What follows belongs to an exercise in optimizing a design on an open flow for small area, a short achievable clock period and few clock cycles per item; a production flow would make more cautious choices.
Function was not checked in any run shown here: the RTL went through the layout flow alone.
Power and IR drop assume default switching activity.

## flow/design.v (module list and top-level ports; edited modules follow where they fit)
// module mac_fa: 10 lines
// module mac_ha: 9 lines
// module wallace_mac: 1976 lines
module wallace_mac (
    input  wire        clk,
    input  wire        arst_n,
    input  wire        req,
    output logic       ack,
    input  wire [15:0] a,
    input  wire [15:0] b,
    input  wire [31:0] acc,
    input  wire        cin,
    output logic [32:0] result
);
  // ...
==> flow/flow/run.sh <==
#!/bin/bash
# The standard layout (the standard.sh: ORFS synthesis and place and route,
# unchanged), except that the port buffers that global placement inserts on
# every input and output use a plain buffer cell rather than the delay cell
# the resizer would pick by default.
set -euo pipefail
export BUFFER_PORTS_ARGS="-buffer_cell ${PORT_BUFFER:-sky130_fd_sc_hd__buf_2}"
bash standard.sh > standard_flow.log 2>&1
==> flow/standard.sh <==
#!/bin/bash
# synth_recipe.tcl (not shown) runs the flow's synth.tcl, then flattens the netlist and writes it again
# the make line also repeats each setting of config.mk as NAME=value (left out here)
make -C /OpenROAD-flow-scripts/flow DESIGN_CONFIG=/design/flow/config.mk WORK_HOME=/design/flow/orfs CLKGATE_MAP_FILE= SYNTH_SCRIPT=/design/flow/synth_recipe.tcl "${@:-finish}"
==> flow/config.mk <==
export PLATFORM = sky130hd
export DESIGN_NAME = wallace_mac
export DESIGN_NICKNAME = wallace_mac
export VERILOG_FILES = /design/flow/design.v
export SDC_FILE = /design/flow/constraint.sdc
export NUM_CORES = 4
export LEC_CHECK = 0
export CAP_MARGIN = 20
export CORE_MARGIN = 2
export CORE_UTILIZATION = 40
export CTS_BUF_LIST = sky130_fd_sc_hd__clkbuf_8
export SETUP_SLACK_MARGIN = 2.0
export SLEW_MARGIN = 20
export SYNTH_HIERARCHICAL = 1
export SYNTH_MINIMUM_KEEP_SIZE = 0
==> flow/constraint.sdc <==
create_clock -name core_clock -period 6.0 [get_ports {clk}]
set_input_delay 1.2000 -clock core_clock [delete_from_list [all_inputs] [get_ports {clk}]]
set_output_delay 1.2000 -clock core_clock [all_outputs]
set_load 0.01 [all_outputs]
==> impl_metrics.env, run 1 <==
export IMPL_comb_power_mw=4.70
export IMPL_multi_input_area_um2=7331
export IMPL_setup_viol=0
export IMPL_finalPower_mw=6.071
export IMPL_setup_tns_final_ps=0
export IMPL_clock_sinks=70
export IMPL_combPwrFrac_pct=77.3
export IMPL_n_fill_cell=2141
export IMPL_status="complete, no violations"
export IMPL_nClkBuffers=9
export IMPL_yosys_mux_area_fraction_pct=0
export IMPL_n_sequential_cell=70
export IMPL_yosys_warnings=7
export IMPL_met1_length_um=9324
export IMPL_synth_most_common_cell="nand2_1"
export IMPL_nWellTaps=285
export IMPL_via_count=5950
export IMPL_start_util_pct=40.34
export IMPL_drtPass1Iterations=5
export IMPL_grt_max_degree=17
export IMPL_viasPerCell=5.008
export IMPL_inverters=49
export IMPL_ys_seq_elements=70
export IMPL_root_buffer="clkbuf_8"
export IMPL_yosysUniqueCellTypes=40
export IMPL_async_flop_share_pct=1.429
export IMPL_ys_seq_area_share_pct=15.54
export IMPL_die_h_um=154.4
export IMPL_cp_start_kind="flip-flop"
export IMPL_mostFrequentLayoutCell="nand2_1"
export IMPL_antenna_found_initial=0
export IMPL_drc=0
export IMPL_endpoint_kind="primary output"
export IMPL_dp_cells=1149
export IMPL_drv_cap=0
export IMPL_cp_data_arrival_time_ps=3600
export IMPL_port_buffers=101
export IMPL_maxClockFrequency_mhz=208.4
export IMPL_criticalPathCategory="reg -> out"
export IMPL_rows=55
export IMPL_rsz0062_at_grt="true"
export IMPL_timing_critical_path_buf_inv=1
export IMPL_min_path_type="in -> async"
export IMPL_critPathTopFamily="compound AO/OA/AOI/OAI gates"
==> inputs of run 2 (changes only) <==
--- a/flow/design.v
+++ b/flow/design.v
@@ -21,16 +21,24 @@
     input  wire  y,
     input  wire  z,
     output logic s,
     output logic c
 );
     assign s = x ^ y ^ z;
     assign c = (x & y) | (x & z) | (y & z);
 endmodule
+module mac_hai (
+    input  wire  x,
+    input  wire  y,
+    output logic s,
+    output logic c
+);
+    mac_fa u_fa (.x(x), .y(y), .z(1'b1), .s(s), .c(c));
+endmodule
 module mac_ha (
     input  wire  x,
     input  wire  y,
     output logic s,
     output logic c
 );
     assign s = x ^ y;
     assign c = x & y;
@@ -1077,86 +1085,87 @@
     wire s_25;
     wire s_26;
     wire s_27;
     wire s_28;
     wire s_29;
     wire s_30;
     wire s_31;
     wire s_32;
-    logic r_fc_172;
-    logic r_fs_173;
-    logic r_fs_145;
-    logic r_fc_183;
-    logic r_fs_184;
-    logic r_fs_147;
-    logic r_fc_184;
-    logic r_fs_185;
     logic r_fs_149;
     logic r_fc_185;
     logic r_fs_186;
     logic r_fs_151;
     logic r_fc_186;
     logic r_fs_187;
     logic r_fs_153;
     logic r_fc_187;
     logic r_fs_188;
     logic r_fc_153;
     logic r_fs_189;
     logic r_fc_188;
-    logic r_fc_155;
-    logic r_fs_190;
-    logic r_fc_189;
-    logic r_fc_157;
-    logic r_fs_191;
-    logic r_fc_190;
-    logic r_hc_14;
-    logic r_fs_201;
-    logic r_fc_201;
-    logic r_fs_202;
-    logic r_fc_202;
-    logic r_fs_203;
-    logic r_fc_203;
-    logic r_fs_204;
-    logic r_fc_204;
-    logic r_fs_205;
-    logic r_fc_205;
-    logic r_fs_206;
-    logic r_fc_206;
-    logic r_fs_207;
-    logic r_fc_207;
-    logic r_fs_208;
-    logic r_fc_208;
-    logic r_fs_209;
-    logic r_fc_209;
-    logic r_fs_210;
     logic r_fc_210;
+    logic r_fs_211;
+    logic r_fc_211;
+    logic r_fs_212;
+    logic r_fc_212;
+    logic r_fs_217;
+    logic r_fs_218;
+    logic r_fc_217;
     logic r_fs_219;
-    logic r_fs_220;
-    logic r_fc_219;
-    logic r_fs_221;
-    logic r_fc_220;
-    logic r_fs_222;
-    logic r_fc_221;
-    logic r_fs_223;
-    logic r_fc_222;
-    logic r_fs_224;
-    logic r_fc_223;
-    logic r_fs_225;
-    logic r_fc_224;
-    logic r_fs_226;
-    logic r_fc_225;
-    logic r_nacc_31;
-    logic r_fc_226;
+    logic r_fc_218;
+    logic r_g0_13;
+    logic r_p0_13;
+    logic r_g0_12;
+    logic r_p0_12;
+    logic r_g0_14;
+    logic r_p0_14;
+    logic r_g0_25;
+    logic r_p0_25;
+    logic r_g0_24;
+    logic r_p0_24;
+    logic r_G1_11;
+    logic r_P1_11;
+    logic r_G1_9;
+    logic r_P1_9;
+    logic r_g0_26;
+    logic r_p0_26;
+    logic r_G1_27;
+    logic r_P1_27;
+    logic r_G2_7;
+    logic r_P2_7;
     logic r_G2_3;
     logic r_P2_3;
-    logic r_p0_0;
-    logic r_p0_1;
+    logic r_g0_28;
+    logic r_p0_28;
+    logic r_G1_29;
+    logic r_P1_29;
+    logic r_G2_30;
+    logic r_P2_30;
+    logic r_G2_31;
+    logic r_P2_31;
+    logic r_g0_8;
+    logic r_p0_8;
+    logic r_G2_10;
+    logic r_P2_10;
+    logic r_p0_9;
+    logic r_p0_10;
+    logic r_p0_11;
+    logic r_p0_27;
+    logic r_p0_29;
+    logic r_p0_30;
+    logic r_p0_31;
+    logic r_s_0;
+    logic r_s_1;
     logic r_s_2;
     logic r_s_3;
+    logic r_s_4;
+    logic r_s_5;
+    logic r_s_6;
+    logic r_s_7;
     assign pp_0_0 = ~(a[0] & b[0]);
     assign pp_0_1 = ~(a[0] & b[1]);
     assign pp_0_2 = ~(a[0] & b[2]);
     assign pp_0_3 = ~(a[0] & b[3]);
     assign pp_0_4 = ~(a[0] & b[4]);
     assign pp_0_5 = ~(a[0] & b[5]);
     assign pp_0_6 = ~(a[0] & b[6]);
     assign pp_0_7 = ~(a[0] & b[7]);
@@ -1516,41 +1525,41 @@
     mac_fa u_fa_73 (.x(nacc_5), .y(pp_0_5), .z(pp_1_4), .s(fs_73), .c(fc_73));
     mac_fa u_fa_74 (.x(nacc_6), .y(pp_0_6), .z(pp_1_5), .s(fs_74), .c(fc_74));
     mac_fa u_fa_75 (.x(pp_2_4), .y(pp_3_3), .z(pp_4_2), .s(fs_75), .c(fc_75));
     mac_fa u_fa_76 (.x(nacc_7), .y(pp_0_7), .z(pp_1_6), .s(fs_76), .c(fc_76));
     mac_fa u_fa_77 (.x(pp_2_5), .y(pp_3_4), .z(pp_4_3), .s(fs_77), .c(fc_77));
     mac_fa u_fa_78 (.x(pp_5_2), .y(pp_6_1), .z(pp_7_0), .s(fs_78), .c(fc_78));
     mac_fa u_fa_79 (.x(pp_2_6), .y(pp_3_5), .z(pp_4_4), .s(fs_79), .c(fc_79));
     mac_fa u_fa_80 (.x(pp_5_3), .y(pp_6_2), .z(pp_7_1), .s(fs_80), .c(fc_80));
-    mac_fa u_ha_1 (.x(pp_8_0), .y(fs_21), .z(1'b1), .s(hs_1), .c(hc_1));
+    mac_hai u_ha_1 (.x(pp_8_0), .y(fs_21), .s(hs_1), .c(hc_1));
     mac_fa u_fa_81 (.x(pp_5_4), .y(pp_6_3), .z(pp_7_2), .s(fs_81), .c(fc_81));
     mac_fa u_fa_82 (.x(pp_8_1), .y(pp_9_0), .z(fc_21), .s(fs_82), .c(fc_82));
-    mac_fa u_ha_2 (.x(fs_22), .y(fs_23), .z(1'b1), .s(hs_2), .c(hc_2));
+    mac_hai u_ha_2 (.x(fs_22), .y(fs_23), .s(hs_2), .c(hc_2));
     mac_fa u_fa_83 (.x(pp_8_2), .y(pp_9_1), .z(pp_10_0), .s(fs_83), .c(fc_83));
     mac_fa u_fa_84 (.x(fc_22), .y(fc_23), .z(fs_24), .s(fs_84), .c(fc_84));
-    mac_fa u_ha_3 (.x(fs_25), .y(fs_26), .z(1'b1), .s(hs_3), .c(hc_3));
+    mac_hai u_ha_3 (.x(fs_25), .y(fs_26), .s(hs_3), .c(hc_3));
     mac_fa u_fa_85 (.x(pp_11_0), .y(fc_24), .z(fc_25), .s(fs_85), .c(fc_85));
     mac_fa u_fa_86 (.x(fc_26), .y(fs_27), .z(fs_28), .s(fs_86), .c(fc_86));
-    mac_fa u_ha_4 (.x(fs_29), .y(fs_30), .z(1'b1), .s(hs_4), .c(hc_4));
+    mac_hai u_ha_4 (.x(fs_29), .y(fs_30), .s(hs_4), .c(hc_4));
     mac_fa u_fa_87 (.x(fc_27), .y(fc_28), .z(fc_29), .s(fs_87), .c(fc_87));
     mac_fa u_fa_88 (.x(fc_30), .y(fs_31), .z(fs_32), .s(fs_88), .c(fc_88));
-    mac_fa u_ha_5 (.x(fs_33), .y(fs_34), .z(1'b1), .s(hs_5), .c(hc_5));
+    mac_hai u_ha_5 (.x(fs_33), .y(fs_34), .s(hs_5), .c(hc_5));
     mac_fa u_fa_89 (.x(fc_31), .y(fc_32), .z(fc_33), .s(fs_89), .c(fc_89));
     mac_fa u_fa_90 (.x(fs_35), .y(fs_36), .z(fs_37), .s(fs_90), .c(fc_90));
-    mac_fa u_ha_6 (.x(fc_34), .y(fs_38), .z(1'b1), .s(hs_6), .c(hc_6));
+    mac_hai u_ha_6 (.x(fc_34), .y(fs_38), .s(hs_6), .c(hc_6));
     mac_fa u_fa_91 (.x(fc_35), .y(fc_36), .z(fc_37), .s(fs_91), .c(fc_91));
     mac_fa u_fa_92 (.x(fs_39), .y(fs_40), .z(fc_38), .s(fs_92), .c(fc_92));
-    mac_fa u_ha_7 (.x(fs_41), .y(fs_42), .z(1'b1), .s(hs_7), .c(hc_7));
+    mac_hai u_ha_7 (.x(fs_41), .y(fs_42), .s(hs_7), .c(hc_7));
     mac_fa u_fa_93 (.x(fc_39), .y(fc_40), .z(fs_43), .s(fs_93), .c(fc_93));
     mac_fa u_fa_94 (.x(fs_44), .y(fc_41), .z(fc_42), .s(fs_94), .c(fc_94));
-    mac_fa u_ha_8 (.x(fs_45), .y(fs_46), .z(1'b1), .s(hs_8), .c(hc_8));
+    mac_hai u_ha_8 (.x(fs_45), .y(fs_46), .s(hs_8), .c(hc_8));
     mac_fa u_fa_95 (.x(fc_43), .y(fs_47), .z(fc_44), .s(fs_95), .c(fc_95));
     mac_fa u_fa_96 (.x(fc_45), .y(fc_46), .z(fs_48), .s(fs_96), .c(fc_96));
-    mac_fa u_ha_9 (.x(fs_49), .y(fs_50), .z(1'b1), .s(hs_9), .c(hc_9));
+    mac_hai u_ha_9 (.x(fs_49), .y(fs_50), .s(hs_9), .c(hc_9));
     mac_fa u_fa_97 (.x(fc_47), .y(fs_51), .z(fs_52), .s(fs_97), .c(fc_97));
     mac_fa u_fa_98 (.x(fs_17), .y(fc_48), .z(fc_49), .s(fs_98), .c(fc_98));
     mac_fa u_fa_99 (.x(fc_50), .y(fs_53), .z(fs_54), .s(fs_99), .c(fc_99));
     mac_fa u_fa_100 (.x(fc_51), .y(fc_52), .z(fs_55), .s(fs_100), .c(fc_100));
     mac_fa u_fa_101 (.x(fs_56), .y(fs_19), .z(fs_57), .s(fs_101), .c(fc_101));
     mac_fa u_fa_102 (.x(fc_53), .y(fc_54), .z(fs_58), .s(fs_102), .c(fc_102));
     mac_fa u_fa_103 (.x(fc_55), .y(fc_56), .z(fs_59), .s(fs_103), .c(fc_103));
     mac_fa u_fa_104 (.x(fs_60), .y(fs_61), .z(fs_20), .s(fs_104), .c(fc_104));
@@ -1572,21 +1581,21 @@
     mac_fa u_fa_120 (.x(pp_14_10), .y(pp_15_9), .z(fc_72), .s(fs_120), .c(fc_120));
     mac_fa u_fa_121 (.x(nacc_25), .y(pp_10_15), .z(pp_11_14), .s(fs_121), .c(fc_121));
     mac_fa u_fa_122 (.x(pp_12_13), .y(pp_13_12), .z(pp_14_11), .s(fs_122), .c(fc_122));
     mac_fa u_fa_123 (.x(nacc_26), .y(pp_11_15), .z(pp_12_14), .s(fs_123), .c(fc_123));
     mac_fa u_fa_124 (.x(nacc_3), .y(pp_0_3), .z(pp_1_2), .s(fs_124), .c(fc_124));
     mac_fa u_fa_125 (.x(nacc_4), .y(pp_0_4), .z(pp_1_3), .s(fs_125), .c(fc_125));
     mac_fa u_fa_126 (.x(pp_2_2), .y(pp_3_1), .z(pp_4_0), .s(fs_126), .c(fc_126));
     mac_fa u_fa_127 (.x(pp_2_3), .y(pp_3_2), .z(pp_4_1), .s(fs_127), .c(fc_127));
-    mac_fa u_ha_10 (.x(pp_5_0), .y(fs_73), .z(1'b1), .s(hs_10), .c(hc_10));
+    mac_hai u_ha_10 (.x(pp_5_0), .y(fs_73), .s(hs_10), .c(hc_10));
     mac_fa u_fa_128 (.x(pp_5_1), .y(pp_6_0), .z(fc_73), .s(fs_128), .c(fc_128));
-    mac_fa u_ha_11 (.x(fs_74), .y(fs_75), .z(1'b1), .s(hs_11), .c(hc_11));
+    mac_hai u_ha_11 (.x(fs_74), .y(fs_75), .s(hs_11), .c(hc_11));
     mac_fa u_fa_129 (.x(fc_74), .y(fc_75), .z(fs_76), .s(fs_129), .c(fc_129));
-    mac_fa u_ha_12 (.x(fs_77), .y(fs_78), .z(1'b1), .s(hs_12), .c(hc_12));
+    mac_hai u_ha_12 (.x(fs_77), .y(fs_78), .s(hs_12), .c(hc_12));
     mac_fa u_fa_130 (.x(fc_76), .y(fc_77), .z(fc_78), .s(fs_130), .c(fc_130));
     mac_fa u_fa_131 (.x(fs_79), .y(fs_80), .z(hs_1), .s(fs_131), .c(fc_131));
     mac_fa u_fa_132 (.x(fc_79), .y(fc_80), .z(fs_81), .s(fs_132), .c(fc_132));
     mac_fa u_fa_133 (.x(hc_1), .y(hs_2), .z(fs_82), .s(fs_133), .c(fc_133));
     mac_fa u_fa_134 (.x(fc_81), .y(fs_83), .z(hc_2), .s(fs_134), .c(fc_134));
     mac_fa u_fa_135 (.x(hs_3), .y(fc_82), .z(fs_84), .s(fs_135), .c(fc_135));
     mac_fa u_fa_136 (.x(fc_83), .y(hc_3), .z(hs_4), .s(fs_136), .c(fc_136));
     mac_fa u_fa_137 (.x(fc_84), .y(fs_85), .z(fs_86), .s(fs_137), .c(fc_137));
@@ -1648,296 +1657,303 @@
     mac_fa u_fa_193 (.x(fc_160), .y(fs_162), .z(fs_163), .s(fs_193), .c(fc_193));
     mac_fa u_fa_194 (.x(fc_162), .y(fs_164), .z(fs_165), .s(fs_194), .c(fc_194));
     mac_fa u_fa_195 (.x(fs_166), .y(fc_164), .z(fs_167), .s(fs_195), .c(fc_195));
     mac_fa u_fa_196 (.x(fc_166), .y(fs_168), .z(fs_169), .s(fs_196), .c(fc_196));
     mac_fa u_fa_197 (.x(pp_15_13), .y(fc_168), .z(fs_170), .s(fs_197), .c(fc_197));
     mac_fa u_fa_198 (.x(nacc_29), .y(pp_14_15), .z(pp_15_14), .s(fs_198), .c(fc_198));
     mac_fa u_fa_199 (.x(nacc_0), .y(ncin), .z(pp_0_0), .s(fs_199), .c(fc_199));
     mac_fa u_fa_200 (.x(nacc_1), .y(pp_0_1), .z(pp_1_0), .s(fs_200), .c(fc_200));
-    mac_fa u_ha_13 (.x(pp_2_0), .y(fs_171), .z(1'b1), .s(hs_13), .c(hc_13));
-    mac_fa u_ha_14 (.x(fc_171), .y(fs_172), .z(1'b1), .s(hs_14), .c(hc_14));
+    mac_hai u_ha_13 (.x(pp_2_0), .y(fs_171), .s(hs_13), .c(hc_13));
+    mac_hai u_ha_14 (.x(fc_171), .y(fs_172), .s(hs_14), .c(hc_14));
+    mac_hai u_ha_15 (.x(fc_172), .y(fs_173), .s(hs_15), .c(hc_15));
     mac_fa u_fa_201 (.x(hs_10), .y(fc_173), .z(fs_174), .s(fs_201), .c(fc_201));
     mac_fa u_fa_202 (.x(fs_128), .y(fc_174), .z(fs_175), .s(fs_202), .c(fc_202));
     mac_fa u_fa_203 (.x(fs_129), .y(fc_175), .z(fs_176), .s(fs_203), .c(fc_203));
     mac_fa u_fa_204 (.x(fs_131), .y(fc_176), .z(fs_177), .s(fs_204), .c(fc_204));
     mac_fa u_fa_205 (.x(fs_133), .y(fc_177), .z(fs_178), .s(fs_205), .c(fc_205));
     mac_fa u_fa_206 (.x(fs_135), .y(fc_178), .z(fs_179), .s(fs_206), .c(fc_206));
     mac_fa u_fa_207 (.x(fs_137), .y(fc_179), .z(fs_180), .s(fs_207), .c(fc_207));
     mac_fa u_fa_208 (.x(fs_139), .y(fc_180), .z(fs_181), .s(fs_208), .c(fc_208));
     mac_fa u_fa_209 (.x(fs_141), .y(fc_181), .z(fs_182), .s(fs_209), .c(fc_209));
     mac_fa u_fa_210 (.x(fs_143), .y(fc_182), .z(fs_183), .s(fs_210), .c(fc_210));
+    mac_fa u_fa_211 (.x(fs_145), .y(fc_183), .z(fs_184), .s(fs_211), .c(fc_211));
+    mac_fa u_fa_212 (.x(fs_147), .y(fc_184), .z(fs_185), .s(fs_212), .c(fc_212));
+    mac_fa u_fa_217 (.x(fc_155), .y(fs_190), .z(fc_189), .s(fs_217), .c(fc_217));
+    mac_fa u_fa_218 (.x(fc_157), .y(fs_191), .z(fc_190), .s(fs_218), .c(fc_218));
     mac_fa u_fa_219 (.x(fs_161), .y(fs_192), .z(fc_191), .s(fs_219), .c(fc_219));
     mac_fa u_fa_220 (.x(fc_161), .y(fs_193), .z(fc_192), .s(fs_220), .c(fc_220));
     mac_fa u_fa_221 (.x(fc_163), .y(fs_194), .z(fc_193), .s(fs_221), .c(fc_221));
     mac_fa u_fa_222 (.x(fc_165), .y(fs_195), .z(fc_194), .s(fs_222), .c(fc_222));
     mac_fa u_fa_223 (.x(fc_167), .y(fs_196), .z(fc_195), .s(fs_223), .c(fc_223));
     mac_fa u_fa_224 (.x(fc_169), .y(fs_197), .z(fc_196), .s(fs_224), .c(fc_224));
     mac_fa u_fa_225 (.x(fs_198), .y(fc_170), .z(fc_197), .s(fs_225), .c(fc_225));
     mac_fa u_fa_226 (.x(nacc_30), .y(pp_15_15), .z(fc_198), .s(fs_226), .c(fc_226));
     assign p0_0 = ~fs_199;
     assign g0_1 = fc_199 & fs_200;
     assign p0_1 = fc_199 ^ fs_200;
     assign g0_2 = fc_200 & hs_13;
     assign p0_2 = fc_200 ^ hs_13;
     assign g0_3 = hc_13 & hs_14;
     assign p0_3 = hc_13 ^ hs_14;
+    assign g0_4 = hc_14 & hs_15;
+    assign p0_4 = hc_14 ^ hs_15;
+    assign g0_5 = hc_15 & fs_201;
+    assign p0_5 = hc_15 ^ fs_201;
+    assign g0_6 = fc_201 & fs_202;
+    assign p0_6 = fc_201 ^ fs_202;
+    assign g0_7 = fc_202 & fs_203;
+    assign p0_7 = fc_202 ^ fs_203;
+    assign g0_8 = fc_203 & fs_204;
+    assign p0_8 = fc_203 ^ fs_204;
+    assign g0_9 = fc_204 & fs_205;
+    assign p0_9 = fc_204 ^ fs_205;
+    assign g0_10 = fc_205 & fs_206;
+    assign p0_10 = fc_205 ^ fs_206;
+    assign g0_11 = fc_206 & fs_207;
+    assign p0_11 = fc_206 ^ fs_207;
+    assign g0_12 = fc_207 & fs_208;
+    assign p0_12 = fc_207 ^ fs_208;
+    assign g0_13 = fc_208 & fs_209;
+    assign p0_13 = fc_208 ^ fs_209;
+    assign g0_14 = fc_209 & fs_210;
+    assign p0_14 = fc_209 ^ fs_210;
+    assign g0_24 = fs_220 & fc_219;
+    assign p0_24 = fs_220 ^ fc_219;
+    assign g0_25 = fs_221 & fc_220;
+    assign p0_25 = fs_221 ^ fc_220;
+    assign g0_26 = fs_222 & fc_221;
+    assign p0_26 = fs_222 ^ fc_221;
+    assign g0_27 = fs_223 & fc_222;
+    assign p0_27 = fs_223 ^ fc_222;
+    assign g0_28 = fs_224 & fc_223;
+    assign p0_28 = fs_224 ^ fc_223;
+    assign g0_29 = fs_225 & fc_224;
+    assign p0_29 = fs_225 ^ fc_224;
+    assign g0_30 = fs_226 & fc_225;
+    assign p0_30 = fs_226 ^ fc_225;
+    assign g0_31 = nacc_31 & fc_226;
+    assign p0_31 = nacc_31 ^ fc_226;
     assign G1_1 = g0_1 | (p0_1 & 1'b1);
     assign P1_1 = p0_1 & p0_0;
     assign G1_3 = g0_3 | (p0_3 & g0_2);
     assign P1_3 = p0_3 & p0_2;
+    assign G1_5 = g0_5 | (p0_5 & g0_4);
+    assign P1_5 = p0_5 & p0_4;
+    assign G1_7 = g0_7 | (p0_7 & g0_6);
+    assign P1_7 = p0_7 & p0_6;
+    assign G1_9 = g0_9 | (p0_9 & g0_8);
+    assign P1_9 = p0_9 & p0_8;
+    assign G1_11 = g0_11 | (p0_11 & g0_10);
+    assign P1_11 = p0_11 & p0_10;
+    assign G1_27 = g0_27 | (p0_27 & g0_26);
+    assign P1_27 = p0_27 & p0_26;
+    assign G1_29 = g0_29 | (p0_29 & g0_28);
+    assign P1_29 = p0_29 & p0_28;
+    assign G1_31 = g0_31 | (p0_31 & g0_30);
+    assign P1_31 = p0_31 & p0_30;
     assign G2_2 = g0_2 | (p0_2 & G1_1);
     assign P2_2 = p0_2 & P1_1;
     assign G2_3 = G1_3 | (P1_3 & G1_1);
     assign P2_3 = P1_3 & P1_1;
+    assign G2_6 = g0_6 | (p0_6 & G1_5);
+    assign P2_6 = p0_6 & P1_5;
+    assign G2_7 = G1_7 | (P1_7 & G1_5);
+    assign P2_7 = P1_7 & P1_5;
+    assign G2_10 = g0_10 | (p0_10 & G1_9);
+    assign P2_10 = p0_10 & P1_9;
+    assign G2_30 = g0_30 | (p0_30 & G1_29);
+    assign P2_30 = p0_30 & P1_29;
+    assign G2_31 = G1_31 | (P1_31 & G1_29);
+    assign P2_31 = P1_31 & P1_29;
+    assign G3_4 = g0_4 | (p0_4 & G2_3);
+    assign P3_4 = p0_4 & P2_3;
+    assign G3_5 = G1_5 | (P1_5 & G2_3);
+    assign P3_5 = P1_5 & P2_3;
+    assign G3_6 = G2_6 | (P2_6 & G2_3);
+    assign P3_6 = P2_6 & P2_3;
+    assign s_0 = ~(p0_0 ^ 1'b1);
+    assign s_1 = ~(p0_1 ^ 1'b1);
     assign s_2 = ~(p0_2 ^ G1_1);
     assign s_3 = ~(p0_3 ^ G2_2);
+    assign s_4 = ~(p0_4 ^ G2_3);
+    assign s_5 = ~(p0_5 ^ G3_4);
+    assign s_6 = ~(p0_6 ^ G3_5);
+    assign s_7 = ~(p0_7 ^ G3_6);
     always_ff @(posedge clk) begin
-        r_fc_172 <= fc_172;
-        r_fs_173 <= fs_173;
-        r_fs_145 <= fs_145;
-        r_fc_183 <= fc_183;
-        r_fs_184 <= fs_184;
-        r_fs_147 <= fs_147;
-        r_fc_184 <= fc_184;
-        r_fs_185 <= fs_185;
         r_fs_149 <= fs_149;
         r_fc_185 <= fc_185;
         r_fs_186 <= fs_186;
         r_fs_151 <= fs_151;
         r_fc_186 <= fc_186;
         r_fs_187 <= fs_187;
         r_fs_153 <= fs_153;
         r_fc_187 <= fc_187;
         r_fs_188 <= fs_188;
         r_fc_153 <= fc_153;
         r_fs_189 <= fs_189;
         r_fc_188 <= fc_188;
-        r_fc_155 <= fc_155;
-        r_fs_190 <= fs_190;
-        r_fc_189 <= fc_189;
-        r_fc_157 <= fc_157;
-        r_fs_191 <= fs_191;
-        r_fc_190 <= fc_190;
-        r_hc_14 <= hc_14;
-        r_fs_201 <= fs_201;
-        r_fc_201 <= fc_201;
-        r_fs_202 <= fs_202;
-        r_fc_202 <= fc_202;
-        r_fs_203 <= fs_203;
-        r_fc_203 <= fc_203;
-        r_fs_204 <= fs_204;
-        r_fc_204 <= fc_204;
-        r_fs_205 <= fs_205;
-        r_fc_205 <= fc_205;
-        r_fs_206 <= fs_206;
-        r_fc_206 <= fc_206;
-        r_fs_207 <= fs_207;
-        r_fc_207 <= fc_207;
-        r_fs_208 <= fs_208;
-        r_fc_208 <= fc_208;
-        r_fs_209 <= fs_209;
-        r_fc_209 <= fc_209;
-        r_fs_210 <= fs_210;
         r_fc_210 <= fc_210;
+        r_fs_211 <= fs_211;
+        r_fc_211 <= fc_211;
+        r_fs_212 <= fs_212;
+        r_fc_212 <= fc_212;
+        r_fs_217 <= fs_217;
+        r_fs_218 <= fs_218;
+        r_fc_217 <= fc_217;
         r_fs_219 <= fs_219;
-        r_fs_220 <= fs_220;
-        r_fc_219 <= fc_219;
-        r_fs_221 <= fs_221;
-        r_fc_220 <= fc_220;
-        r_fs_222 <= fs_222;
-        r_fc_221 <= fc_221;
-        r_fs_223 <= fs_223;
-        r_fc_222 <= fc_222;
-        r_fs_224 <= fs_224;
-        r_fc_223 <= fc_223;
-        r_fs_225 <= fs_225;
-        r_fc_224 <= fc_224;
-        r_fs_226 <= fs_226;
-        r_fc_225 <= fc_225;
-        r_nacc_31 <= nacc_31;
-        r_fc_226 <= fc_226;
+        r_fc_218 <= fc_218;
+        r_g0_13 <= g0_13;
+        r_p0_13 <= p0_13;
+        r_g0_12 <= g0_12;
+        r_p0_12 <= p0_12;
+        r_g0_14 <= g0_14;
+        r_p0_14 <= p0_14;
+        r_g0_25 <= g0_25;
+        r_p0_25 <= p0_25;
+        r_g0_24 <= g0_24;
+        r_p0_24 <= p0_24;
+        r_G1_11 <= G1_11;
+        r_P1_11 <= P1_11;
+        r_G1_9 <= G1_9;
+        r_P1_9 <= P1_9;
+        r_g0_26 <= g0_26;
+        r_p0_26 <= p0_26;
+        r_G1_27 <= G1_27;
+        r_P1_27 <= P1_27;
+        r_G2_7 <= G2_7;
+        r_P2_7 <= P2_7;
         r_G2_3 <= G2_3;
         r_P2_3 <= P2_3;
-        r_p0_0 <= p0_0;
-        r_p0_1 <= p0_1;
+        r_g0_28 <= g0_28;
+        r_p0_28 <= p0_28;
+        r_G1_29 <= G1_29;
+        r_P1_29 <= P1_29;
+        r_G2_30 <= G2_30;
+        r_P2_30 <= P2_30;
+        r_G2_31 <= G2_31;
+        r_P2_31 <= P2_31;
+        r_g0_8 <= g0_8;
+        r_p0_8 <= p0_8;
+        r_G2_10 <= G2_10;
+        r_P2_10 <= P2_10;
+        r_p0_9 <= p0_9;
+        r_p0_10 <= p0_10;
+        r_p0_11 <= p0_11;
+        r_p0_27 <= p0_27;
+        r_p0_29 <= p0_29;
+        r_p0_30 <= p0_30;
+        r_p0_31 <= p0_31;
+        r_s_0 <= s_0;
+        r_s_1 <= s_1;
         r_s_2 <= s_2;
         r_s_3 <= s_3;
+        r_s_4 <= s_4;
+        r_s_5 <= s_5;
+        r_s_6 <= s_6;
+        r_s_7 <= s_7;
     end
-    mac_fa u_ha_15 (.x(r_fc_172), .y(r_fs_173), .z(1'b1), .s(hs_15), .c(hc_15));
-    mac_fa u_fa_211 (.x(r_fs_145), .y(r_fc_183), .z(r_fs_184), .s(fs_211), .c(fc_211));
-    mac_fa u_fa_212 (.x(r_fs_147), .y(r_fc_184), .z(r_fs_185), .s(fs_212), .c(fc_212));
     mac_fa u_fa_213 (.x(r_fs_149), .y(r_fc_185), .z(r_fs_186), .s(fs_213), .c(fc_213));
     mac_fa u_fa_214 (.x(r_fs_151), .y(r_fc_186), .z(r_fs_187), .s(fs_214), .c(fc_214));
     mac_fa u_fa_215 (.x(r_fs_153), .y(r_fc_187), .z(r_fs_188), .s(fs_215), .c(fc_215));
     mac_fa u_fa_216 (.x(r_fc_153), .y(r_fs_189), .z(r_fc_188), .s(fs_216), .c(fc_216));
-    mac_fa u_fa_217 (.x(r_fc_155), .y(r_fs_190), .z(r_fc_189), .s(fs_217), .c(fc_217));
-    mac_fa u_fa_218 (.x(r_fc_157), .y(r_fs_191), .z(r_fc_190), .s(fs_218), .c(fc_218));
-    assign g0_4 = r_hc_14 & hs_15;
-    assign p0_4 = r_hc_14 ^ hs_15;
-    assign g0_5 = hc_15 & r_fs_201;
-    assign p0_5 = hc_15 ^ r_fs_201;
-    assign g0_6 = r_fc_201 & r_fs_202;
-    assign p0_6 = r_fc_201 ^ r_fs_202;
-    assign g0_7 = r_fc_202 & r_fs_203;
-    assign p0_7 = r_fc_202 ^ r_fs_203;
-    assign g0_8 = r_fc_203 & r_fs_204;
-    assign p0_8 = r_fc_203 ^ r_fs_204;
-    assign g0_9 = r_fc_204 & r_fs_205;
-    assign p0_9 = r_fc_204 ^ r_fs_205;
-    assign g0_10 = r_fc_205 & r_fs_206;
-    assign p0_10 = r_fc_205 ^ r_fs_206;
-    assign g0_11 = r_fc_206 & r_fs_207;
-    assign p0_11 = r_fc_206 ^ r_fs_207;
-    assign g0_12 = r_fc_207 & r_fs_208;
-    assign p0_12 = r_fc_207 ^ r_fs_208;
-    assign g0_13 = r_fc_208 & r_fs_209;
-    assign p0_13 = r_fc_208 ^ r_fs_209;
-    assign g0_14 = r_fc_209 & r_fs_210;
-    assign p0_14 = r_fc_209 ^ r_fs_210;
-    assign g0_15 = r_fc_210 & fs_211;
-    assign p0_15 = r_fc_210 ^ fs_211;
-    assign g0_16 = fc_211 & fs_212;
-    assign p0_16 = fc_211 ^ fs_212;
-    assign g0_17 = fc_212 & fs_213;
-    assign p0_17 = fc_212 ^ fs_213;
+    assign g0_15 = r_fc_210 & r_fs_211;
+    assign p0_15 = r_fc_210 ^ r_fs_211;
+    assign g0_16 = r_fc_211 & r_fs_212;
+    assign p0_16 = r_fc_211 ^ r_fs_212;
+    assign g0_17 = r_fc_212 & fs_213;
+    assign p0_17 = r_fc_212 ^ fs_213;
     assign g0_18 = fc_213 & fs_214;
     assign p0_18 = fc_213 ^ fs_214;
     assign g0_19 = fc_214 & fs_215;
     assign p0_19 = fc_214 ^ fs_215;
     assign g0_20 = fs_216 & fc_215;
     assign p0_20 = fs_216 ^ fc_215;
-    assign g0_21 = fs_217 & fc_216;
-    assign p0_21 = fs_217 ^ fc_216;
-    assign g0_22 = fs_218 & fc_217;
-    assign p0_22 = fs_218 ^ fc_217;
-    assign g0_23 = r_fs_219 & fc_218;
-    assign p0_23 = r_fs_219 ^ fc_218;
-    assign g0_24 = r_fs_220 & r_fc_219;
-    assign p0_24 = r_fs_220 ^ r_fc_219;
-    assign g0_25 = r_fs_221 & r_fc_220;
-    assign p0_25 = r_fs_221 ^ r_fc_220;
-    assign g0_26 = r_fs_222 & r_fc_221;
-    assign p0_26 = r_fs_222 ^ r_fc_221;
-    assign g0_27 = r_fs_223 & r_fc_222;
-    assign p0_27 = r_fs_223 ^ r_fc_222;
-    assign g0_28 = r_fs_224 & r_fc_223;
-    assign p0_28 = r_fs_224 ^ r_fc_223;
-    assign g0_29 = r_fs_225 & r_fc_224;
-    assign p0_29 = r_fs_225 ^ r_fc_224;
-    assign g0_30 = r_fs_226 & r_fc_225;
-    assign p0_30 = r_fs_226 ^ r_fc_225;
-    assign g0_31 = r_nacc_31 & r_fc_226;
-    assign p0_31 = r_nacc_31 ^ r_fc_226;
-    assign G1_5 = g0_5 | (p0_5 & g0_4);
-    assign P1_5 = p0_5 & p0_4;
-    assign G1_7 = g0_7 | (p0_7 & g0_6);
-    assign P1_7 = p0_7 & p0_6;
-    assign G1_9 = g0_9 | (p0_9 & g0_8);
-    assign P1_9 = p0_9 & p0_8;
-    assign G1_11 = g0_11 | (p0_11 & g0_10);
-    assign P1_11 = p0_11 & p0_10;
-    assign G1_13 = g0_13 | (p0_13 & g0_12);
-    assign P1_13 = p0_13 & p0_12;
-    assign G1_15 = g0_15 | (p0_15 & g0_14);
-    assign P1_15 = p0_15 & p0_14;
+    assign g0_21 = r_fs_217 & fc_216;
+    assign p0_21 = r_fs_217 ^ fc_216;
+    assign g0_22 = r_fs_218 & r_fc_217;
+    assign p0_22 = r_fs_218 ^ r_fc_217;
+    assign g0_23 = r_fs_219 & r_fc_218;
+    assign p0_23 = r_fs_219 ^ r_fc_218;
+    assign G1_13 = r_g0_13 | (r_p0_13 & r_g0_12);
+    assign P1_13 = r_p0_13 & r_p0_12;
+    assign G1_15 = g0_15 | (p0_15 & r_g0_14);
+    assign P1_15 = p0_15 & r_p0_14;
     assign G1_17 = g0_17 | (p0_17 & g0_16);
     assign P1_17 = p0_17 & p0_16;
     assign G1_19 = g0_19 | (p0_19 & g0_18);
     assign P1_19 = p0_19 & p0_18;
     assign G1_21 = g0_21 | (p0_21 & g0_20);
     assign P1_21 = p0_21 & p0_20;
     assign G1_23 = g0_23 | (p0_23 & g0_22);
     assign P1_23 = p0_23 & p0_22;
-    assign G1_25 = g0_25 | (p0_25 & g0_24);
-    assign P1_25 = p0_25 & p0_24;
-    assign G1_27 = g0_27 | (p0_27 & g0_26);
-    assign P1_27 = p0_27 & p0_26;
-    assign G1_29 = g0_29 | (p0_29 & g0_28);
-    assign P1_29 = p0_29 & p0_28;
-    assign G1_31 = g0_31 | (p0_31 & g0_30);
-    assign P1_31 = p0_31 & p0_30;
-    assign G2_6 = g0_6 | (p0_6 & G1_5);
-    assign P2_6 = p0_6 & P1_5;
-    assign G2_7 = G1_7 | (P1_7 & G1_5);
-    assign P2_7 = P1_7 & P1_5;
-    assign G2_10 = g0_10 | (p0_10 & G1_9);
-    assign P2_10 = p0_10 & P1_9;
-    assign G2_11 = G1_11 | (P1_11 & G1_9);
-    assign P2_11 = P1_11 & P1_9;
-    assign G2_14 = g0_14 | (p0_14 & G1_13);
-    assign P2_14 = p0_14 & P1_13;
+    assign G1_25 = r_g0_25 | (r_p0_25 & r_g0_24);
+    assign P1_25 = r_p0_25 & r_p0_24;
+    assign G2_11 = r_G1_11 | (r_P1_11 & r_G1_9);
+    assign P2_11 = r_P1_11 & r_P1_9;
+    assign G2_14 = r_g0_14 | (r_p0_14 & G1_13);
+    assign P2_14 = r_p0_14 & P1_13;
     assign G2_15 = G1_15 | (P1_15 & G1_13);
     assign P2_15 = P1_15 & P1_13;
     assign G2_18 = g0_18 | (p0_18 & G1_17);
     assign P2_18 = p0_18 & P1_17;
     assign G2_19 = G1_19 | (P1_19 & G1_17);
     assign P2_19 = P1_19 & P1_17;
     assign G2_22 = g0_22 | (p0_22 & G1_21);
     assign P2_22 = p0_22 & P1_21;
     assign G2_23 = G1_23 | (P1_23 & G1_21);
     assign P2_23 = P1_23 & P1_21;
-    assign G2_26 = g0_26 | (p0_26 & G1_25);
-    assign P2_26 = p0_26 & P1_25;
-    assign G2_27 = G1_27 | (P1_27 & G1_25);
-    assign P2_27 = P1_27 & P1_25;
-    assign G2_30 = g0_30 | (p0_30 & G1_29);
-    assign P2_30 = p0_30 & P1_29;
-    assign G2_31 = G1_31 | (P1_31 & G1_29);
-    assign P2_31 = P1_31 & P1_29;
-    assign G3_4 = g0_4 | (p0_4 & r_G2_3);
-    assign P3_4 = p0_4 & r_P2_3;
-    assign G3_5 = G1_5 | (P1_5 & r_G2_3);
-    assign P3_5 = P1_5 & r_P2_3;
-    assign G3_6 = G2_6 | (P2_6 & r_G2_3);
-    assign P3_6 = P2_6 & r_P2_3;
-    assign G3_7 = G2_7 | (P2_7 & r_G2_3);
-    assign P3_7 = P2_7 & r_P2_3;
-    assign G3_12 = g0_12 | (p0_12 & G2_11);
-    assign P3_12 = p0_12 & P2_11;
+    assign G2_26 = r_g0_26 | (r_p0_26 & G1_25);
+    assign P2_26 = r_p0_26 & P1_25;
+    assign G2_27 = r_G1_27 | (r_P1_27 & G1_25);
+    assign P2_27 = r_P1_27 & P1_25;
+    assign G3_7 = r_G2_7 | (r_P2_7 & r_G2_3);
+    assign P3_7 = r_P2_7 & r_P2_3;
+    assign G3_12 = r_g0_12 | (r_p0_12 & G2_11);
+    assign P3_12 = r_p0_12 & P2_11;
     assign G3_13 = G1_13 | (P1_13 & G2_11);
     assign P3_13 = P1_13 & P2_11;
     assign G3_14 = G2_14 | (P2_14 & G2_11);
     assign P3_14 = P2_14 & P2_11;
     assign G3_15 = G2_15 | (P2_15 & G2_11);
     assign P3_15 = P2_15 & P2_11;
     assign G3_20 = g0_20 | (p0_20 & G2_19);
     assign P3_20 = p0_20 & P2_19;
     assign G3_21 = G1_21 | (P1_21 & G2_19);
     assign P3_21 = P1_21 & P2_19;
     assign G3_22 = G2_22 | (P2_22 & G2_19);
     assign P3_22 = P2_22 & P2_19;
     assign G3_23 = G2_23 | (P2_23 & G2_19);
     assign P3_23 = P2_23 & P2_19;
-    assign G3_28 = g0_28 | (p0_28 & G2_27);
-    assign P3_28 = p0_28 & P2_27;
-    assign G3_29 = G1_29 | (P1_29 & G2_27);
-    assign P3_29 = P1_29 & P2_27;
-    assign G3_30 = G2_30 | (P2_30 & G2_27);
-    assign P3_30 = P2_30 & P2_27;
-    assign G3_31 = G2_31 | (P2_31 & G2_27);
-    assign P3_31 = P2_31 & P2_27;
-    assign G4_8 = g0_8 | (p0_8 & G3_7);
-    assign P4_8 = p0_8 & P3_7;
-    assign G4_9 = G1_9 | (P1_9 & G3_7);
-    assign P4_9 = P1_9 & P3_7;
-    assign G4_10 = G2_10 | (P2_10 & G3_7);
-    assign P4_10 = P2_10 & P3_7;
+    assign G3_28 = r_g0_28 | (r_p0_28 & G2_27);
+    assign P3_28 = r_p0_28 & P2_27;
+    assign G3_29 = r_G1_29 | (r_P1_29 & G2_27);
+    assign P3_29 = r_P1_29 & P2_27;
+    assign G3_30 = r_G2_30 | (r_P2_30 & G2_27);
+    assign P3_30 = r_P2_30 & P2_27;
+    assign G3_31 = r_G2_31 | (r_P2_31 & G2_27);
+    assign P3_31 = r_P2_31 & P2_27;
+    assign G4_8 = r_g0_8 | (r_p0_8 & G3_7);
+    assign P4_8 = r_p0_8 & P3_7;
+    assign G4_9 = r_G1_9 | (r_P1_9 & G3_7);
+    assign P4_9 = r_P1_9 & P3_7;
+    assign G4_10 = r_G2_10 | (r_P2_10 & G3_7);
+    assign P4_10 = r_P2_10 & P3_7;
     assign G4_11 = G2_11 | (P2_11 & G3_7);
     assign P4_11 = P2_11 & P3_7;
     assign G4_12 = G3_12 | (P3_12 & G3_7);
     assign P4_12 = P3_12 & P3_7;
     assign G4_13 = G3_13 | (P3_13 & G3_7);
     assign P4_13 = P3_13 & P3_7;
     assign G4_14 = G3_14 | (P3_14 & G3_7);
     assign P4_14 = P3_14 & P3_7;
     assign G4_15 = G3_15 | (P3_15 & G3_7);
     assign P4_15 = P3_15 & P3_7;
-    assign G4_24 = g0_24 | (p0_24 & G3_23);
-    assign P4_24 = p0_24 & P3_23;
+    assign G4_24 = r_g0_24 | (r_p0_24 & G3_23);
+    assign P4_24 = r_p0_24 & P3_23;
     assign G4_25 = G1_25 | (P1_25 & G3_23);
     assign P4_25 = P1_25 & P3_23;
     assign G4_26 = G2_26 | (P2_26 & G3_23);
     assign P4_26 = P2_26 & P3_23;
     assign G4_27 = G2_27 | (P2_27 & G3_23);
     assign P4_27 = P2_27 & P3_23;
     assign G4_28 = G3_28 | (P3_28 & G3_23);
     assign P4_28 = P3_28 & P3_23;
@@ -1976,42 +1992,36 @@
     assign G5_29 = G4_29 | (P4_29 & G4_15);
     assign P5_29 = P4_29 & P4_15;
     assign G5_30 = G4_30 | (P4_30 & G4_15);
     assign P5_30 = P4_30 & P4_15;
     assign G5_31 = G4_31 | (P4_31 & G4_15);
     assign P5_31 = P4_31 & P4_15;
     assign G6_32 = 1'b1 | (1'b0 & G5_31);
     assign P6_32 = 1'b0 & P5_31;
-    assign s_0 = ~(r_p0_0 ^ 1'b1);
-    assign s_1 = ~(r_p0_1 ^ 1'b1);
-    assign s_4 = ~(p0_4 ^ r_G2_3);
-    assign s_5 = ~(p0_5 ^ G3_4);
-    assign s_6 = ~(p0_6 ^ G3_5);
-    assign s_7 = ~(p0_7 ^ G3_6);
-    assign s_8 = ~(p0_8 ^ G3_7);
-    assign s_9 = ~(p0_9 ^ G4_8);
-    assign s_10 = ~(p0_10 ^ G4_9);
-    assign s_11 = ~(p0_11 ^ G4_10);
-    assign s_12 = ~(p0_12 ^ G4_11);
-    assign s_13 = ~(p0_13 ^ G4_12);
-    assign s_14 = ~(p0_14 ^ G4_13);
+    assign s_8 = ~(r_p0_8 ^ G3_7);
+    assign s_9 = ~(r_p0_9 ^ G4_8);
+    assign s_10 = ~(r_p0_10 ^ G4_9);
+    assign s_11 = ~(r_p0_11 ^ G4_10);
+    assign s_12 = ~(r_p0_12 ^ G4_11);
+    assign s_13 = ~(r_p0_13 ^ G4_12);
+    assign s_14 = ~(r_p0_14 ^ G4_13);
     assign s_15 = ~(p0_15 ^ G4_14);
     assign s_16 = ~(p0_16 ^ G4_15);
     assign s_17 = ~(p0_17 ^ G5_16);
     assign s_18 = ~(p0_18 ^ G5_17);
     assign s_19 = ~(p0_19 ^ G5_18);
     assign s_20 = ~(p0_20 ^ G5_19);
     assign s_21 = ~(p0_21 ^ G5_20);
     assign s_22 = ~(p0_22 ^ G5_21);
     assign s_23 = ~(p0_23 ^ G5_22);
-    assign s_24 = ~(p0_24 ^ G5_23);
-    assign s_25 = ~(p0_25 ^ G5_24);
-    assign s_26 = ~(p0_26 ^ G5_25);
-    assign s_27 = ~(p0_27 ^ G5_26);
-    assign s_28 = ~(p0_28 ^ G5_27);
-    assign s_29 = ~(p0_29 ^ G5_28);
-    assign s_30 = ~(p0_30 ^ G5_29);
-    assign s_31 = ~(p0_31 ^ G5_30);
+    assign s_24 = ~(r_p0_24 ^ G5_23);
+    assign s_25 = ~(r_p0_25 ^ G5_24);
+    assign s_26 = ~(r_p0_26 ^ G5_25);
+    assign s_27 = ~(r_p0_27 ^ G5_26);
+    assign s_28 = ~(r_p0_28 ^ G5_27);
+    assign s_29 = ~(r_p0_29 ^ G5_28);
+    assign s_30 = ~(r_p0_30 ^ G5_29);
+    assign s_31 = ~(r_p0_31 ^ G5_30);
     assign s_32 = ~(1'b0 ^ G5_31);
-    assign result = {s_32, s_31, s_30, s_29, s_28, s_27, s_26, s_25, s_24, s_23, s_22, s_21, s_20, s_19, s_18, s_17, s_16, s_15, s_14, s_13, s_12, s_11, s_10, s_9, s_8, s_7, s_6, s_5, s_4, r_s_3, r_s_2, s_1, s_0};
+    assign result = {s_32, s_31, s_30, s_29, s_28, s_27, s_26, s_25, s_24, s_23, s_22, s_21, s_20, s_19, s_18, s_17, s_16, s_15, s_14, s_13, s_12, s_11, s_10, s_9, s_8, r_s_7, r_s_6, r_s_5, r_s_4, r_s_3, r_s_2, r_s_1, r_s_0};
 endmodule
 `default_nettype wire
==> flow/run.sh (new file) <==
#!/bin/bash
# synth_recipe.tcl (not shown) runs the flow's synth.tcl, then flattens the netlist and writes it again
# the make line also repeats each setting of config.mk as NAME=value (left out here)
make -C /OpenROAD-flow-scripts/flow DESIGN_CONFIG=/design/flow/config.mk WORK_HOME=/design/flow/orfs CLKGATE_MAP_FILE= SYNTH_SCRIPT=/design/flow/synth_recipe.tcl finish
==> flow/config.mk (replaced) <==
export PLATFORM = sky130hd
export DESIGN_NAME = wallace_mac
export DESIGN_NICKNAME = wallace_mac
export VERILOG_FILES = /design/flow/design.v
export SDC_FILE = /design/flow/constraint.sdc
export NUM_CORES = 4
export LEC_CHECK = 0
export CAP_MARGIN = 20
export CORE_MARGIN = 2
export CORE_UTILIZATION = 40
export SETUP_SLACK_MARGIN = 2.0
export SLEW_MARGIN = 20
export SYNTH_HIERARCHICAL = 1
export SYNTH_MINIMUM_KEEP_SIZE = 0
removed: flow/flow/run.sh
removed: flow/standard.sh
==> impl_metrics.env, run 2 <==
export IMPL_status="complete, no violations"
export IMPL_viasPerCell=5.012
export IMPL_synth_enable_flop_cells=0
export IMPL_grt_pass1_vias=7267
export IMPL_register_area_um2=1429
export IMPL_clock_path_buffers=2
export IMPL_maxClockFrequency_mhz=235.6
export IMPL_grt_pass1_wl_um=39410
export IMPL_cp_max_fo=2
export IMPL_ys_seq_area_share_pct=15.54
export IMPL_drt_iter0_drc=438
export IMPL_drv_cap=0
export IMPL_clock_sinks=71
export IMPL_yosysTopAreaCellShare_pct=53.22
export IMPL_antenna_cells=0
export IMPL_crit_slowest_cell="fa_2"
export IMPL_tritoncts_num_buffers=9
export IMPL_cp_data_arrival_time_ps=4480
export IMPL_hpwl_um=19450
export IMPL_multi_input_area_um2=7802
export IMPL_startpoint="b[12]"
export IMPL_place_congestion=0.8666
export IMPL_criticalPathCategory="in -> reg"
export IMPL_drc=0
export IMPL_layout_nets=1321
export IMPL_timing_critical_path_buf_inv=2
export IMPL_ir_drop_v=0.0002887
export IMPL_setup_tns_final_ps=0
export IMPL_min_path_type="in -> async"
export IMPL_port_buffers=101
export IMPL_die_h_um=155.5
export IMPL_rsz0062_at_grt="true"
export IMPL_via_count=6345
export IMPL_critPathTopFamily="adder cells"
export IMPL_path_clk_slew_ps=60
export IMPL_synthesis_area_um2=9179
export IMPL_drtPass1Iterations=7
export IMPL_die_w_um=155.5
export IMPL_synthFlopType="dfxtp_1"
export IMPL_maxSlewViolCount=0
export IMPL_final_cell_mix="228 x nand2_1, 160 x fa_1, 84 x fa_2"
export IMPL_p_leak_nw=4.702
export IMPL_required_ps=6240
export IMPL_finalHoldViolCount=0
export IMPL_coreArea_um2=22570
export IMPL_die_area_um2=24170
export IMPL_grt_max_degree=14
export IMPL_power_density_nw_per_um2=491.2
export IMPL_io_pins=102
export IMPL_finalCritPeriodShare_pct=70.73
export IMPL_async_flop_share_pct=1.408
export IMPL_worst_path_stages=10
export IMPL_synth_area_per_cell_um2=10.47
export IMPL_routed_wl_um=24600
export IMPL_final_min_clock_period_ps=4244
export IMPL_yosys_warnings=7
export IMPL_cts_max_level=3
export IMPL_final_layout_size_suffix_gt1_share_pct=32.82
export IMPL_endpoint_kind="flip-flop"
export IMPL_setup_viol=0
export IMPL_antenna_left=0
export IMPL_mostFrequentLayoutCell="nand2_1"
export IMPL_hold_buffers=0
export IMPL_start_util_pct=40.67
export IMPL_utilization_pct=52.57
export IMPL_root_buffer="clkbuf_16"
export IMPL_rows=55
export IMPL_yosysUniqueCellTypes=39
export IMPL_grt_usage_pct=21.78
export IMPL_cp_start_kind="input pin"
export IMPL_antenna_found_initial=0
export IMPL_grt_overflow=0
export IMPL_syn_inst=877
export IMPL_synthTopCellsByCount="266 x nand2_1, 244 x fa_1, 70 x dfxtp_1, 59 x clkbuf_1, 48 x inv_1"
export IMPL_avgRoutedWirePerCell_um=19.43
export IMPL_critical_path_max_stage_delay_ps=600
export IMPL_cts_tree="yes"
export IMPL_n_fill_cell=2001
export IMPL_areaGrowthSynthToFinish_pct=29.28
export IMPL_ys_seq_elements=71
export IMPL_cp_cell_sequence="buf_6, buf_6, nand2_4, fa_2, fa_2, fa_1, fa_2, fa_1, fa_1, ha_4"
export IMPL_yosysTopAreaCell="fa_1"
export IMPL_synth_most_common_cell="nand2_1"
export IMPL_synth_area_leaders="fa_1 53%, dfxtp_1 15%, nand2_1 11%"
[run 2: cell count changes after synthesis, sizes merged, moves of 3 or more]
| cell | before | now |
|---|---|---|
| buf | 41 | 38 |
| conb | 1 | 15 |
| a21o | 9 | 13 |
| xnor2 | 16 | 8 |
| nand2 | 262 | 266 |
| nor2 | 4 | 8 |
| clkbuf | 56 | 59 |
| xor2 | 8 | 15 |
| and2 | 0 | 5 |
[run 2: worst paths after layout]
path / to
worst min-delay path: ack
max in group asynchronous: ack
worst max-delay path: r_p0_14
min in group core_clock: ack
[run 2: kinds of logic (layout without fill, tap and decap cells)]
family                     count (synthesis)  after routing  synth area share (%)
DFF                                       71             71                 15.54
other                                     15             15                0.6134
buffers and inverters                    145            249                 7.279
adders and majority gates                276            276                 57.58
xor gates and xnor gates                  23             23                 2.195
and+or+nand+nor                          299            299                 12.91
AOI/OAI and AO/OA                         47             47                 3.776
muxes                                      1              1                0.1091
[run 2: timing repair]
item / 4_1_cts / 5_1_grt
resized for setup: 348 / 57
gates cloned: 1 / 0
pin swaps: 96 / 62
setup buffers: 40 / 8
endpoints found under the setup margin: 79 / 48
[run 2: cell type report]
cell class | instances | area share [%]
multi-input combinational | 661 | 65.75
timing repair buffer | 186 | 15.43
sequential | 71 | 12.04
tap | 285 | 3.005
clock buffer | 11 | 2.046
inverter | 48 | 1.539
clock inverter | 4 | 0.1898
[run 2: routing by layer]
layer  vias up  track usage, %  routed length, µm
met4         0           5.242                357
li1       2771               -                  -
met5         -               0                  0
met2       262           35.97              12010
met1      3282           28.16              10040
met3        30           6.825               2198
[run 2: through the flow]
step	std cells	cell area [µm²]	hold slack [ps]	power [mW]	setup WS, ps
2_1_floorplan	877	10130	904.4	3.849	1597
3_3_place_gp	1202	10650	1351	4.735	750.4
3_5_place_dp	1202	10650	1353	4.789	687.7
4_1_cts	1258	11650	985.3	5.773	1672
5_1_grt	1266	11870	992.5	6.460	1665
6_report	1266	11870	993.1	5.829	1756
[run 2: power by group]
part | switching [mW] | internal, mW | leakage [nW] | total, mW
Combinational | 2.13 | 2.32 | 3.97 | 4.46
Sequential | 0.122 | 0.760 | 0.600 | 0.882
Clock | 0.206 | 0.286 | 0.131 | 0.492
[run 2: modules after synthesis, one instance, submodules excluded]
| module | flip-flops and latches | cells inside | times used |
|---|---|---|---|
| mac_hai | 0 | 1 | 15 |
| wallace_mac | 71 | 621 | 1 |
| mac_fa | 0 | 1 | 241 |

## re-timing with driven ports
In the flow no input, the clock included, has a driving cell. The finished layouts below were timed again as built, in two steps. Step 1: set_driving_cell puts a clkbuf_16 on clk and a buf_2 on each other input, an assumption about the parent block. Step 2 also shifts input and output timing later by t, the mid clock arrival at the registers, as if the neighbouring blocks saw the same clock. Three values: ideal ports, drivers, drivers and shift; two values: the first two.
run	t, ns	setup WS [ns]	pins driven straight from the clock port
run 1	0.422	1.201 / 1.162 / 1.535	1
run 2	0.391	1.756 / 1.731 / 1.340	1
After both steps setup and hold are still met in every run listed. For run 2, which loses most, drivers alone change the setup slack by -0.025 ns; drivers and shift together by -0.416 ns.
